Source: an optimization exercise on an open RTL-to-GDS flow (aim: small area, a short achievable clock period and few clock cycles). Production flows keep margins and buffers that such runs may drop. Function was not checked in any run shown here: the RTL went through the layout flow alone.

==> flow/design.v, too long to show whole: its modules and the start of the top module <==
// module dsp_27x27s_arbiter: 2051 lines
// module dsp_x2: 3 lines
// module dsp_mx: 3 lines
// module dsp_fa: 4 lines
// module dsp_ha: 4 lines
// module dsp_fa1: 4 lines
// module dsp_ha1: 4 lines
module dsp_27x27s_arbiter (
  input  logic         clk,
  input  logic         aclr_n,
  input  logic [3:0]   req_valid,
  output logic [3:0]   req_ready,
  input  logic [107:0] req_ax,
  input  logic [107:0] req_ay,
  output logic         res_valid,
  input  logic         res_ready,
  output logic [1:0]   res_id,
  output logic [53:0]  res_data
);
  // ...
==> flow/flow/run.sh <==
#!/bin/bash
# Standard layout, with buf_1 cells as the port buffers.
set -euo pipefail
export BUFFER_PORTS_ARGS="-buffer_cell sky130_fd_sc_hd__buf_1"
bash standard.sh finish > standard_flow.log 2>&1
==> flow/standard.sh <==
#!/bin/bash
# synth_recipe.tcl (not shown) runs the flow's synth.tcl, then flattens the netlist and writes it again
# the make line also repeats each setting of config.mk as NAME=value (left out here)
make -C /OpenROAD-flow-scripts/flow DESIGN_CONFIG=/design/flow/config.mk WORK_HOME=/design/flow/orfs CLKGATE_MAP_FILE= SYNTH_SCRIPT=/design/flow/synth_recipe.tcl "${@:-finish}"
==> flow/config.mk <==
export PLATFORM = sky130hd
export DESIGN_NAME = dsp_27x27s_arbiter
export DESIGN_NICKNAME = dsp_27x27s_arbiter
export VERILOG_FILES = /design/flow/design.v
export SDC_FILE = /design/flow/constraint.sdc
export NUM_CORES = 4
export LEC_CHECK = 0
export CAP_MARGIN = 20
export CORE_MARGIN = 2
export CORE_UTILIZATION = 65
export CTS_BUF_LIST = sky130_fd_sc_hd__clkbuf_8 sky130_fd_sc_hd__clkbuf_16
export CTS_CLUSTER_DIAMETER = 80
export CTS_CLUSTER_SIZE = 16
export PLACE_DENSITY = 0.75
export SETUP_SLACK_MARGIN = 3.6
export SLEW_MARGIN = 20
export SYNTH_HIERARCHICAL = 1
==> flow/constraint.sdc <==
create_clock -name core_clock -period 7.3 [get_ports {clk}]
set_input_delay 1.4600 -clock core_clock [delete_from_list [all_inputs] [get_ports {clk}]]
set_output_delay 1.4600 -clock core_clock [all_outputs]
set_load 0.01 [all_outputs]
==> metrics.md, run 1 <==
| Metric | Value |
|---|---|
| Synthesized cell area | 25,500 um^2 |
| Cell count of the worst reg-to-reg path | 12 |
| Core ar. | around 39,000 um^2 |
| Crit path to | req_ready[0] |
| Crit path arrival time | 2.39 ns |
| Critical Path RT | just under 6 ns |
| Metal1 wirelength | 30.4 mm |
| FF-to-FF setup slack | 3.48 ns |
| Multi-input gate share of total cell area | 0.620 |
| CP max stage delay | about 0.47 ns |
| Tapcells | roughly 520 |
| Detailed placement HPWL | 56.3 mm |
| Drc violations | 0 |
| YS warnings | 9 |
| Root buffer cell | clkbuf_16 |
| Die Y | 202 um |
| WHS Endpoint | s2_p[1] |
| Placed cell count | roughly 3,000 |
| Clock-pin slew on the worst setup and hold paths | around 0.07 ns |
| Post-synthesis adder-cell area fraction | 0.307 |
| Synth top area share | 0.245 |
| Total setup buffers inserted after CTS | 20 |
| Top flop regs | s1_a (54), s2_p (54), s1_b (48) |
| #MultiIn Comb | 1,781 |
| Clock insertion delay at the later pin of the skew report | 0.54 ns |
| Design Area, Final | 29,900 um^2 |
| Max cap viols | 0 |
| Hold WC Path Type | reg -> reg |
| Vias | approximately 21,000 |
| ANT nets after route | 0 |
| Util after Layout | 0.773 |
| Slowest cell on the critical path | a221o_1 |
| Die area | 40,800 um^2 |
| Signal buf overhead | 0.101 |
| Initial DRC count | 3,289 |
| R2r startpoint | s1_a[6] |
| Status | timing/DRC/antenna clean |
| Syn-to-layout area delta | 17.2% |
| Place WS | roughly 2.3 ns |
| Row count | about 70 |
==> run 2, diff against run 1 <==
--- a/flow/design.v
+++ b/flow/design.v
@@ -1927,37 +1927,19 @@
   logic m1442;
   dsp_fa u_1443 (.a(m390), .b(m1294), .c(m1292), .s(m1441), .co(m1442));
   logic m1444;
   logic m1445;
   dsp_fa u_1446 (.a(m1295), .b(m365), .c(m391), .s(m1444), .co(m1445));
   logic m1447;
   logic m1448;
   dsp_ha1 u_1449 (.a(m392), .s(m1447), .co(m1448));
-  logic m1450;
-  logic m1451;
-  dsp_ha u_1452 (.a(s0_neg[0]), .b(m1), .s(m1450), .co(m1451));
-  logic m1453;
-  logic m1454;
-  dsp_ha u_1455 (.a(m2), .b(m1451), .s(m1453), .co(m1454));
-  logic m1456;
-  logic m1457;
-  dsp_fa u_1458 (.a(m30), .b(m1297), .c(m1454), .s(m1456), .co(m1457));
-  logic m1459;
-  logic m1460;
-  dsp_fa u_1461 (.a(m1298), .b(m1300), .c(m1457), .s(m1459), .co(m1460));
-  logic m1462;
-  logic m1463;
-  dsp_fa u_1464 (.a(m1301), .b(m1303), .c(m1460), .s(m1462), .co(m1463));
-  logic m1465;
-  logic m1466;
-  dsp_fa u_1467 (.a(m1304), .b(m1306), .c(m1463), .s(m1465), .co(m1466));
-  assign ra = {m1448, m1447, m1444, m1441, m1438, m1435, m1432, m1429, m1424, m1421, m1418, m1415, m1414, m1409, m1406, m1403, m1400, m1397, m1394, m1391, m1241, m1238, m1237, m1234, m1231, m1373, m1370, m1222, m1364, m1361, m1358, m1355, m1352, m1349, m1346, m1343, m1340, m1337, m1334, m1331, m1328, m1325, m1322, m1319, m1316, m1313, m1310, m1307, m1465, m1462, m1459, m1456, m1453, m1450};
-  assign rb = {m393, m1445, m1442, m1439, m1436, m1433, m1430, m1427, m1426, m1423, m1420, m1417, m1412, m1411, m1408, m1405, m1402, m1399, m1396, m1393, m1390, m1387, m1382, m1379, m1376, m1228, m1225, m1369, m1366, m1363, m1360, m1357, m1354, m1351, m1348, m1345, m1342, m1339, m1336, m1333, m1330, m1327, m1324, m1321, m1318, m1315, m1312, m1309, 1'b0, 1'b0, 1'b0, 1'b0, 1'b0, 1'b0};
-  assign rc = m1466;
+  assign ra = {m1448, m1447, m1444, m1441, m1438, m1435, m1432, m1429, m1424, m1421, m1418, m1415, m1414, m1409, m1406, m1403, m1400, m1397, m1394, m1391, m1241, m1238, m1237, m1234, m1231, m1373, m1370, m1222, m1364, m1361, m1358, m1355, m1352, m1349, m1346, m1343, m1340, m1337, m1334, m1331, m1328, m1325, m1322, m1319, m1316, m1313, m1310, m1307, m1304, m1301, m1298, m30, m2, s0_neg[0]};
+  assign rb = {m393, m1445, m1442, m1439, m1436, m1433, m1430, m1427, m1426, m1423, m1420, m1417, m1412, m1411, m1408, m1405, m1402, m1399, m1396, m1393, m1390, m1387, m1382, m1379, m1376, m1228, m1225, m1369, m1366, m1363, m1360, m1357, m1354, m1351, m1348, m1345, m1342, m1339, m1336, m1333, m1330, m1327, m1324, m1321, m1318, m1315, m1312, m1309, m1306, m1303, m1300, m1297, 1'b0, m1};
+  assign rc = 1'b0;
   assign r3 = {1'b0, 1'b0, 1'b0, 1'b0, 1'b0, 1'b0, 1'b0, 1'b0, 1'b0, 1'b0, 1'b0, 1'b0, 1'b0, 1'b0, 1'b0, 1'b0, 1'b0, 1'b0, 1'b0, 1'b0, m1388, m1385, m1384, m1381, m1378, m1375, m1372, m1367, 1'b0, 1'b0, 1'b0, 1'b0, 1'b0, 1'b0, 1'b0, 1'b0, 1'b0, 1'b0, 1'b0, 1'b0, 1'b0, 1'b0, 1'b0, 1'b0, 1'b0, 1'b0, 1'b0, 1'b0, 1'b0, 1'b0, 1'b0, 1'b0, 1'b0, 1'b0};
   logic q26, k26;
   dsp_fa u_q26 (.a(s1_a[26]), .b(s1_b[26]), .c(s1_r3[26]), .s(q26), .co(k26));
   logic q27, k27;
   dsp_fa u_q27 (.a(s1_a[27]), .b(s1_b[27]), .c(s1_r3[27]), .s(q27), .co(k27));
   logic q28, k28;
   dsp_fa u_q28 (.a(s1_a[28]), .b(s1_b[28]), .c(s1_r3[28]), .s(q28), .co(k28));
   logic q29, k29;
@@ -2006,17 +1988,17 @@
   dsp_ha u_q50 (.a(s1_a[50]), .b(s1_b[50]), .s(q50), .co(k50));
   logic q51, k51;
   dsp_ha u_q51 (.a(s1_a[51]), .b(s1_b[51]), .s(q51), .co(k51));
   logic q52, k52;
   dsp_ha u_q52 (.a(s1_a[52]), .b(s1_b[52]), .s(q52), .co(k52));
   logic q53, k53;
   dsp_ha u_q53 (.a(s1_a[53]), .b(s1_b[53]), .s(q53), .co(k53));
   assign s2_x = {q53, q52, q51, q50, q49, q48, q47, q46, q45, q44, q43, q42, q41, q40, q39, q38, q37, q36, q35, q34, q33, q32, q31, q30, q29, q28, q27, q26, s1_a[25], s1_a[24], s1_a[23], s1_a[22], s1_a[21], s1_a[20], s1_a[19], s1_a[18], s1_a[17], s1_a[16], s1_a[15], s1_a[14], s1_a[13], s1_a[12], s1_a[11], s1_a[10], s1_a[9], s1_a[8], s1_a[7], s1_a[6], s1_a[5], s1_a[4], s1_a[3], s1_a[2], s1_a[1], s1_a[0]};
-  assign s2_y = {k52, k51, k50, k49, k48, k47, k46, k45, k44, k43, k42, k41, k40, k39, k38, k37, k36, k35, k34, k33, k32, k31, k30, k29, k28, k27, k26, 1'b0, s1_b[25], s1_b[24], s1_b[23], s1_b[22], s1_b[21], s1_b[20], s1_b[19], s1_b[18], s1_b[17], s1_b[16], s1_b[15], s1_b[14], s1_b[13], s1_b[12], s1_b[11], s1_b[10], s1_b[9], s1_b[8], s1_b[7], s1_b[6], 1'b0, 1'b0, 1'b0, 1'b0, 1'b0, 1'b0};
+  assign s2_y = {k52, k51, k50, k49, k48, k47, k46, k45, k44, k43, k42, k41, k40, k39, k38, k37, k36, k35, k34, k33, k32, k31, k30, k29, k28, k27, k26, 1'b0, s1_b[25], s1_b[24], s1_b[23], s1_b[22], s1_b[21], s1_b[20], s1_b[19], s1_b[18], s1_b[17], s1_b[16], s1_b[15], s1_b[14], s1_b[13], s1_b[12], s1_b[11], s1_b[10], s1_b[9], s1_b[8], s1_b[7], s1_b[6], s1_b[5], s1_b[4], s1_b[3], s1_b[2], 1'b0, s1_b[0]};
   always_ff @(posedge clk or negedge aclr_n) begin
     if (!aclr_n) begin
       ptr_q <= 2'd0;
       nxt_q <= 4'd0;
       msk_q <= 4'd0;
       s1_v  <= 1'b0;
       s2_v  <= 1'b0;
     end else begin
@@ -2035,18 +2017,17 @@
     s0_two <= b_two;
     s0_neg <= b_neg;
     if (en) begin
       s1_a  <= ra;
       s1_b  <= rb;
       s1_r3 <= r3;
       s1_c  <= rc;
       s1_id <= nxt_id;
-      s2_p[53:6] <= s2_x[53:6] + s2_y[53:6] + 54'(s1_c);
-      s2_p[5:0] <= s1_a[5:0];
+      s2_p <= s2_x + s2_y;
       s2_id <= s1_id;
     end
   end
   assign res_valid = s2_v;
   assign res_id    = s2_id;
   assign res_data  = s2_p;
 endmodule
 module dsp_x2 (input logic a, b, output logic y);
==> run 2 against run 1 <==
Effect of this change: still clean on timing, DRC and antenna; non-clock buffer count fell by 19; utilization fell by 2.1 points; cell area barely moved; worst setup slack improved by 0.17 ns; synthesized area rose by 2.4%; critical path type unchanged; critical endpoint is now req_ready[1]; largest cell class unchanged.
==> metrics.md, run 2 <==
| Metric | Value |
|---|---|
| Nets | 3,258 (was 3,188) |
| Initial antenna violation count | 13 (was 10) |
| Vias in the first global route | 22,576 (was 21,907) |
| Worst Tran Pin Value | 0.903 ns (was 0.841 ns) |
| Hold WC Path Type | reg -> reg (unchanged) |
| Fin Setup TNS | 0 ns (unchanged) |
| Status | timing/DRC/antenna clean (unchanged) |
| Final RePlAce weighted congestion | 1.02 (was 0.990) |
| Initial Utilization | 0.657 (was 0.660) |
| Cell count of the worst reg-to-reg path | 8 (was 12) |
| Gr usage total | 0.409 (about the same) |
| Row count | 73 (was 72) |
| Vias | 21,759 (was 21,496) |
| Design Area, Final | 29,900 um^2 (about the same) |
| Synthesized cell area | 26,100 um^2 (was 25,500 um^2) |
| Top flop regs | s1_a (54), s2_p (54), s1_b (53) (was s1_a (54), s2_p (54), s1_b (48)) |
| Final number of hold-violating endpoints | 0 (unchanged) |
| CP endpoint kind | output port (unchanged) |
| GRT met1 Usage | 0.517 (was 0.513) |
| Most numerous cell in the Yosys netlist | a22oi_1 (unchanged) |
| Pin count of the biggest net entering global routing | 72 (was 69) |
| Die width | 204 um (was 202 um) |
| Setup violators final | 0 (unchanged) |
| Fillers | 2,713 (was 2,561) |
| 1st-pass router iterations | 8 (unchanged) |
| CP Class | in -> out (unchanged) |
| Maximum clock path buffer count | 3 (unchanged) |
| Avg Cell Area, Syn | 10.8 um^2 (was 11.0 um^2) |
| Clock-pin slew on the worst setup and hold paths | 0.07 ns (about the same) |
| I/O pin total | 284 (unchanged) |
| Syn-to-layout area delta | 14.4% (was 17.2%) |
| Synth top cells by count | 446 x a22oi_1, 409 x xnor2_1, 306 x fa_1, 173 x edfxtp_1, 159 x clkbuf_1 (was 444 x a22oi_1, 410 x xnor2_1, 312 x fa_1, 173 x clkbuf_1, 169 x edfxtp_1) |
| Synth top area share | 0.235 (was 0.245) |
| Worst-path fanout max | 8 (was 9) |
| First-pass GRT wire length | 130 mm (was 127 mm) |
| Drc violations | 0 (unchanged) |
| Clock insertion delay at the later pin of the skew report | 0.57 ns (was 0.54 ns) |
| Max cap viols | 0 (unchanged) |
| Detailed placement HPWL | 56.6 mm (was 56.3 mm) |
| ANT nets after route | 0 (unchanged) |
| Most used routing layer | met2 (unchanged) |
| Hold_buf cts | 0 (unchanged) |
| Commonest non-fill, non-tap cells in the layout | 408 x xnor2_1, 345 x a22oi_1, 303 x fa_1, 274 x buf_1, 173 x edfxtp_1 (was 406 x xnor2_1, 332 x a22oi_1, 304 x fa_1, 274 x buf_1, 169 x edfxtp_1) |
| Synthesized flop and latch total | 253 (was 249) |
| Skew final | 0.0314 ns (was 0.0188 ns) |
| CTS H-tree lvls | 1 (unchanged) |
| Multi-input gate area | 18,700 um^2 (was 18,500 um^2) |
| Synth cell types | 72 (was 68) |
| Startpoint types | input pin (unchanged) |
| Initial DRC count | 3,050 (was 3,289) |
| Port-buffer cells | 283 (unchanged) |
| Die area | 41,800 um^2 (was 40,800 um^2) |
| Crit path arrival time | 2.22 ns (was 2.39 ns) |
| Tcrit/Tclk final | 0.504 (was 0.528) |
| TritonCTS clock tree | yes (unchanged) |
| Vias per cell | 6.91 (was 7.00) |
| Critical Path RT | 5.84 ns (about the same) |
| Drt total wl | 86.0 mm (was 88.0 mm) |
| Register area | 6930 um^2 (was 6820 um^2) |
| Ranking of synthesized cells by area | fa_1 23%, edfxtp_1 20%, xnor2_1 14% (was fa_1 24%, edfxtp_1 20%, xnor2_1 14%) |
| Num CTS Buffers | 22 (was 21) |
| Max Freq | 272 MHz (was 260 MHz) |
| Placed Instance Area | 27,900 um^2 (was 27,500 um^2) |
| Wirelength per Cell | 27.3 um (was 28.7 um) |
| Root buffer cell | clkbuf_16 (unchanged) |
| Core ar. | 39,700 um^2 (was 38,600 um^2) |
| Worst hold stages | 2 (was 0) |
| EDFF count, synth | 173 (was 169) |
| Async S/R FF share, synth | 0.0474 (was 0.0482) |
| M3 GR Usage | 0.124 (was 0.122) |
| Clock Sinks | 253 (was 249) |
| Grt met2 use | 0.638 (was 0.642) |
| Most used DFF post-synth | edfxtp_1 (unchanged) |
| Post-synthesis cell count | 2,427 (was 2,329) |
| Cell taking the most area after synthesis | fa_1 (unchanged) |
| Layout cells sized above 1 | 0.126 (was 0.149) |
| Period minus WS final | 3.68 ns (was 3.85 ns) |
| RSZ-0062 raised after global routing | true (unchanged) |
| Max Slew Vio Count | 0 (unchanged) |
| Most common cell after layout, fill and taps aside | xnor2_1 (unchanged) |
| Slew margin rel. | 0.393 (was 0.440) |
| Post-synthesis sequential area ratio | 0.262 (was 0.264) |
| YS warnings | 9 (unchanged) |
| Die Y | 204 um (was 202 um) |
| Synthesized Nets | 3,087 (was 2,990) |
| GRT Residual Overflow | 0 (unchanged) |
[run 2: cell types whose count changed in the layout (fill, tap and decap cells not counted), moves of 10 or more]
cell | previous run | this run
buf_4 | 48 | 36
a22oi_1 | 332 | 345
nand3_1 | 15 | 25
nand2_1 | 125 | 149
a22oi_2 | 112 | 102
o21ai_0 | 26 | 41
[run 2: stage by stage]
stage	setup WS (ns)	cells	hold slack (ns)	util
2_1_floorplan	2.57	2427	0.400	-
3_3_place_gp	2.24	3053	0.415	0.702
3_5_place_dp	2.10	3053	0.426	0.702
4_1_cts	3.60	3103	0.443	0.729
5_1_grt	3.57	3146	0.457	0.752
6_report	3.62	3148	0.446	0.752
[run 2: cells by family after synthesis]
group / after synthesis / share of synthesized area
DFF: 253 / 0.262
xor gates and xnor gates: 454 / 0.152
adders and majority gates: 437 / 0.297
AOI/OAI and AO/OA: 674 / 0.185
and+or+nand+nor: 292 / 0.0512
muxes: 5 / 0.00388
buffers and inverters: 312 / 0.0476
[run 2: path summary, 6_finish.rpt]
path                                    from           end  slack (ns)
worst max-delay path            req_valid[0]  req_ready[1]        3.62
worst min-delay path                    s1_v          s2_v        0.45
worst max register to register     s0_two[2]      s1_b[25]        3.62
worst min register to register          s1_v          s2_v        0.45
max in group asynchronous             aclr_n      msk_q[3]        6.50
min in group asynchronous             aclr_n      ptr_q[0]        0.68
[run 2: Yosys stat by module (local to each module, per instance)]
module	flip-flops and latches	cells	copies in the design
dsp_fa1	0	5	7
dsp_fa	0	1	306
dsp_27x27s_arbiter	253	2014	1
dsp_ha1	0	2	5
dsp_ha	0	1	62
[run 2: per-layer routing]
metal	part of all wire	vias to the layer above	wire, um
li1	-	9006	-
met3	0.14	401	12000
met5	0.00062	-	53
met2	0.45	1809	38400
met1	0.35	10535	30100
met4	0.063	8	5430
[run 2: area by class of cell]
class	count	area share
well taps	525	0.0220
clock inverters	14	0.00339
diodes	11	0.000921
clock buffers	24	0.0193
flip-flops and latches	253	0.232
repair buffers	399	0.0895
multi-input cells	1865	0.626
inverters	57	0.00716
[run 2: critical path: stages]
cell and delay (ns):
buf_1 0.26, nand2_1 0.15, nand4_4 0.16, nor2_1 0.06
buf_2 0.13
[run 2: repair_timing]
item,CTS,global route
buffers inserted,9,27
setup endpoints to repair,136,55
pin swaps,1,11
endpoints found under the hold margin,0,0
gates resized for setup,84,134
cloned,3,7
==> run 3, diff against run 2 <==
--- a/flow/config.mk
+++ b/flow/config.mk
@@ -7,11 +7,11 @@
 export LEC_CHECK = 0
 export CAP_MARGIN = 20
 export CORE_MARGIN = 2
-export CORE_UTILIZATION = 65
+export CORE_UTILIZATION = 60
 export CTS_BUF_LIST = sky130_fd_sc_hd__clkbuf_8 sky130_fd_sc_hd__clkbuf_16
 export CTS_CLUSTER_DIAMETER = 80
 export CTS_CLUSTER_SIZE = 16
-export PLACE_DENSITY = 0.75
+export PLACE_DENSITY = 0.7
 export SETUP_SLACK_MARGIN = 3.6
 export SLEW_MARGIN = 20
 export SYNTH_HIERARCHICAL = 1
==> run 3 against run 2 <==
Effect of this change: non-clock buffer count is 15 higher; critical path depth grew 3; sequential cell count did not move; first-iteration DRC count grew 2.8%; die area rose by 8.2%; via count down 0.14%; global-route usage shrank 2.6 points; register-to-register slack lost 0.05 ns; cell count grew 2.4%; worst setup slack worse by 0.049 ns; highest routed layer is now met4.
==> metrics.md, run 3 <==
| Metric | Value |
|---|---|
| Status | timing/DRC/antenna clean (unchanged) |
| Max cap viols | 0 (unchanged) |
| CP Class | reg -> reg (was in -> out) |
| Post-synthesis cell count | 2,427 (unchanged) |
| I/O pin total | 284 (unchanged) |
| Synth top cells by count | 446 x a22oi_1, 409 x xnor2_1, 306 x fa_1, 173 x edfxtp_1, 159 x clkbuf_1 (unchanged) |
| Synth cell types | 72 (unchanged) |
| Post-synthesis sequential area ratio | 0.262 (unchanged) |
| Startpoint types | register (was input pin) |
| Slew margin rel. | 0.332 (was 0.393) |
| YS warnings | 9 (unchanged) |
| Vias | 21,728 (was 21,759) |
| Maximum clock path buffer count | 3 (unchanged) |
| Initial DRC count | 3,136 (was 3,050) |
| Avg Cell Area, Syn | 10.8 um^2 (unchanged) |
| Most used DFF post-synth | edfxtp_1 (unchanged) |
| Initial Utilization | 0.608 (was 0.657) |
| GRT Residual Overflow | 0 (unchanged) |
| Crit path arrival time | 3.99 ns (was 2.22 ns) |
| Hold WC Path Type | reg -> reg (unchanged) |
| Detailed placement HPWL | 57.7 mm (was 56.6 mm) |
| Period minus WS final | 3.73 ns (was 3.68 ns) |
| Clock Sinks | 253 (unchanged) |
| Max Freq | 268 MHz (was 272 MHz) |
| Pin count of the biggest net entering global routing | 63 (was 72) |
| Critical Path RT | 7.56 ns (was 5.84 ns) |
| CTS H-tree lvls | 1 (unchanged) |
| Top flop regs | s1_a (54), s2_p (54), s1_b (53) (unchanged) |
| Cell count of the worst reg-to-reg path | 8 (unchanged) |
| Synthesized cell area | 26,100 um^2 (unchanged) |
| Worst Tran Pin Value | 0.993 ns (was 0.903 ns) |
| Most numerous cell in the Yosys netlist | a22oi_1 (unchanged) |
| Setup violators final | 0 (unchanged) |
| Worst hold stages | 0 (was 2) |
| TritonCTS clock tree | yes (unchanged) |
| Clock insertion delay at the later pin of the skew report | 0.55 ns (was 0.57 ns) |
| Wirelength per Cell | 27.4 um (was 27.3 um) |
| Layout cells sized above 1 | 0.138 (was 0.126) |
| 1st-pass router iterations | 7 (was 8) |
| Max Slew Vio Count | 0 (unchanged) |
| CP endpoint kind | register (was output port) |
| Drt total wl | 88.4 mm (was 86.0 mm) |
| Fin Setup TNS | 0 ns (unchanged) |
| Syn-to-layout area delta | 15.8% (was 14.4%) |
| Port-buffer cells | 283 (unchanged) |
| Row count | 76 (was 73) |
| Fillers | 3,182 (was 2,713) |
| Num CTS Buffers | 21 (was 22) |
| Most common cell after layout, fill and taps aside | xnor2_1 (unchanged) |
| Final number of hold-violating endpoints | 0 (unchanged) |
| Vias per cell | 6.74 (was 6.91) |
| Final std cells w/o fill | 3,223 (was 3,148) |
| Worst-path fanout max | 10 (was 8) |
| RSZ-0062 raised after global routing | true (unchanged) |
| Final RePlAce weighted congestion | 1.06 (was 1.02) |
| Tcrit/Tclk final | 0.511 (was 0.504) |
| EDFF count, synth | 173 (unchanged) |
| Die Y | 213 um (was 204 um) |
| Core ar. | 43,000 um^2 (was 39,700 um^2) |
| Setup WS post-layout | 3.57 ns (was 3.62 ns) |
| ANT nets after route | 0 (unchanged) |
| Drc violations | 0 (unchanged) |
| Clock-pin slew on the worst setup and hold paths | 0.07 ns (about the same) |
| Async S/R FF share, synth | 0.0474 (unchanged) |
| Placed cell count | 3,112 (was 3,053) |
| Vias in the first global route | 22,240 (was 22,576) |
| Synthesized flop and latch total | 253 (unchanged) |
| Synthesized Nets | 3,087 (unchanged) |
| Cell taking the most area after synthesis | fa_1 (unchanged) |
| Die area | 45,200 um^2 (was 41,800 um^2) |
| Initial antenna violation count | 9 (was 13) |
| Nets | 3,272 (was 3,258) |
| Root buffer cell | clkbuf_16 (unchanged) |
| Gr usage total | 0.383 (was 0.409) |
| Place WS | 2.36 ns (was 2.10 ns) |
| Commonest non-fill, non-tap cells in the layout | 407 x xnor2_1, 344 x a22oi_1, 291 x fa_1, 274 x buf_1, 173 x edfxtp_1 (was 408 x xnor2_1, 345 x a22oi_1, 303 x fa_1, 274 x buf_1, 173 x edfxtp_1) |
| Ranking of synthesized cells by area | fa_1 23%, edfxtp_1 20%, xnor2_1 14% (unchanged) |
| Synth top area share | 0.235 (unchanged) |
| First-pass GRT wire length | 130 mm (about the same) |
| Skew final | 0.0227 ns (was 0.0314 ns) |
| Die width | 213 um (was 204 um) |
==> run 3: logic make-up after synthesis <==
logic type / after synthesis / share of synthesized area
mux: 5 / 0.00388
flops: 253 / 0.262
simple gates: 292 / 0.0512
xor+xnor: 454 / 0.152
buf+inv: 312 / 0.0476
fa+ha+maj: 437 / 0.297
compound gates: 674 / 0.185
==> run 3: final cells by class <==
type | count | area, um^2 | share of cell area
Multi-Input combinational cell | 1865 | 18700 | 0.619
Sequential cell | 253 | 6970 | 0.230
Timing Repair Buffer | 414 | 2940 | 0.0971
Tap cell | 585 | 732 | 0.0242
Clock buffer | 21 | 526 | 0.0174
Inverter | 57 | 214 | 0.00707
Clock inverter | 17 | 118 | 0.00389
Antenna cell | 11 | 27.5 | 0.000910
==> run 3: per-stage QoR <==
stage / instance area, um^2 / utilization / hold slack [ns]
floorplan: 26800 / - / 0.400
global placement: 27900 / 0.650 / 0.407
detailed placement: 27900 / 0.650 / 0.410
CTS: 29300 / 0.681 / 0.424
global route: 30200 / 0.704 / 0.430
finish: 30200 / 0.704 / 0.422
==> run 3: final timing paths <==
check | from | to | slack [ns]
max in group asynchronous | aclr_n | nxt_q[1] | 6.47
worst max-delay path | s0_x[12] | s1_b[24] | 3.57
min in group asynchronous | aclr_n | msk_q[0] | 0.70
worst min register to register | s1_id[1] | s2_id[1] | 0.42
worst min-delay path | s1_id[1] | s2_id[1] | 0.42
worst max register to register | s0_x[12] | s1_b[24] | 3.57
==> run 3: what timing repair did <==
item                                    CTS  global route
pin swaps                                 2            27
cloned                                    4            11
gates resized for setup                 141           114
hold buffers                              0             0
endpoints found under the setup margin  147            64
setup buffers                            15            32
==> run 3: per-module statistics from Yosys, one instance, submodules excluded <==
module / cell area (um^2) / cells inside / copies in the design
dsp_fa: 20.0 / 1 / 306
dsp_ha1: 11.3 / 2 / 5
dsp_27x27s_arbiter: 19000 / 2014 / 1
dsp_fa1: 27.5 / 5 / 7
dsp_ha: 12.5 / 1 / 62
==> run 3: critical path: stages (launching register included) <==
cell     delay [ns]
dfxtp_4        0.41
buf_4          0.17
a22oi_1        0.24
xnor2_1        0.19
fa_1           0.50
fa_2           0.51
fa_2           0.39
fa_1           0.55
fa_2           0.49
==> run 3: metal layers <==
metal	GRT usage	part of all wire	up-vias
met1	0.491	0.36	10645
met2	0.594	0.44	1656
met5	0	0	-
li1	-	-	9040
met3	0.115	0.13	387
met4	0.192	0.061	0

==> separate check: timing with driven ports <==
The results above use ideal ports. As a check the final layouts listed here were re-extracted and re-timed, cells and wires unchanged.
Step 1 (the two cells are an assumption about what drives the block):
set clk [get_ports {clk}]
set_driving_cell -lib_cell sky130_fd_sc_hd__clkbuf_16 $clk
set_driving_cell -lib_cell sky130_fd_sc_hd__buf_2 [delete_from_list [all_inputs] $clk]
Step 2 moves the port delays by t, midway between the first and last clock arrival at a register: inputs arrive t later, outputs are due t later. That takes back most of the time a late clock gives input paths.
Three values: no drivers, after step 1, after step 2; two values: the first two.
run | t, ns | slack for setup (ns) | hold WS [ns] | clock arrival spread, ns
run 1 | 0.589 | 3.449 / 3.415 / 3.169 | 0.415 / 0.415 / 0.415 | 0.019 / 0.019
run 2 | 0.610 | 3.619 / 3.585 / 3.173 | 0.446 / 0.446 / 0.446 | 0.033 / 0.034
run 3 | 0.599 | 3.570 / 3.570 / 3.246 | 0.422 / 0.422 / 0.422 | 0.023 / 0.023
After both steps setup and hold are still met in every run listed. The setup slack of run 2, which loses most, moves by -0.034 ns with the drivers and by -0.446 ns with both steps.
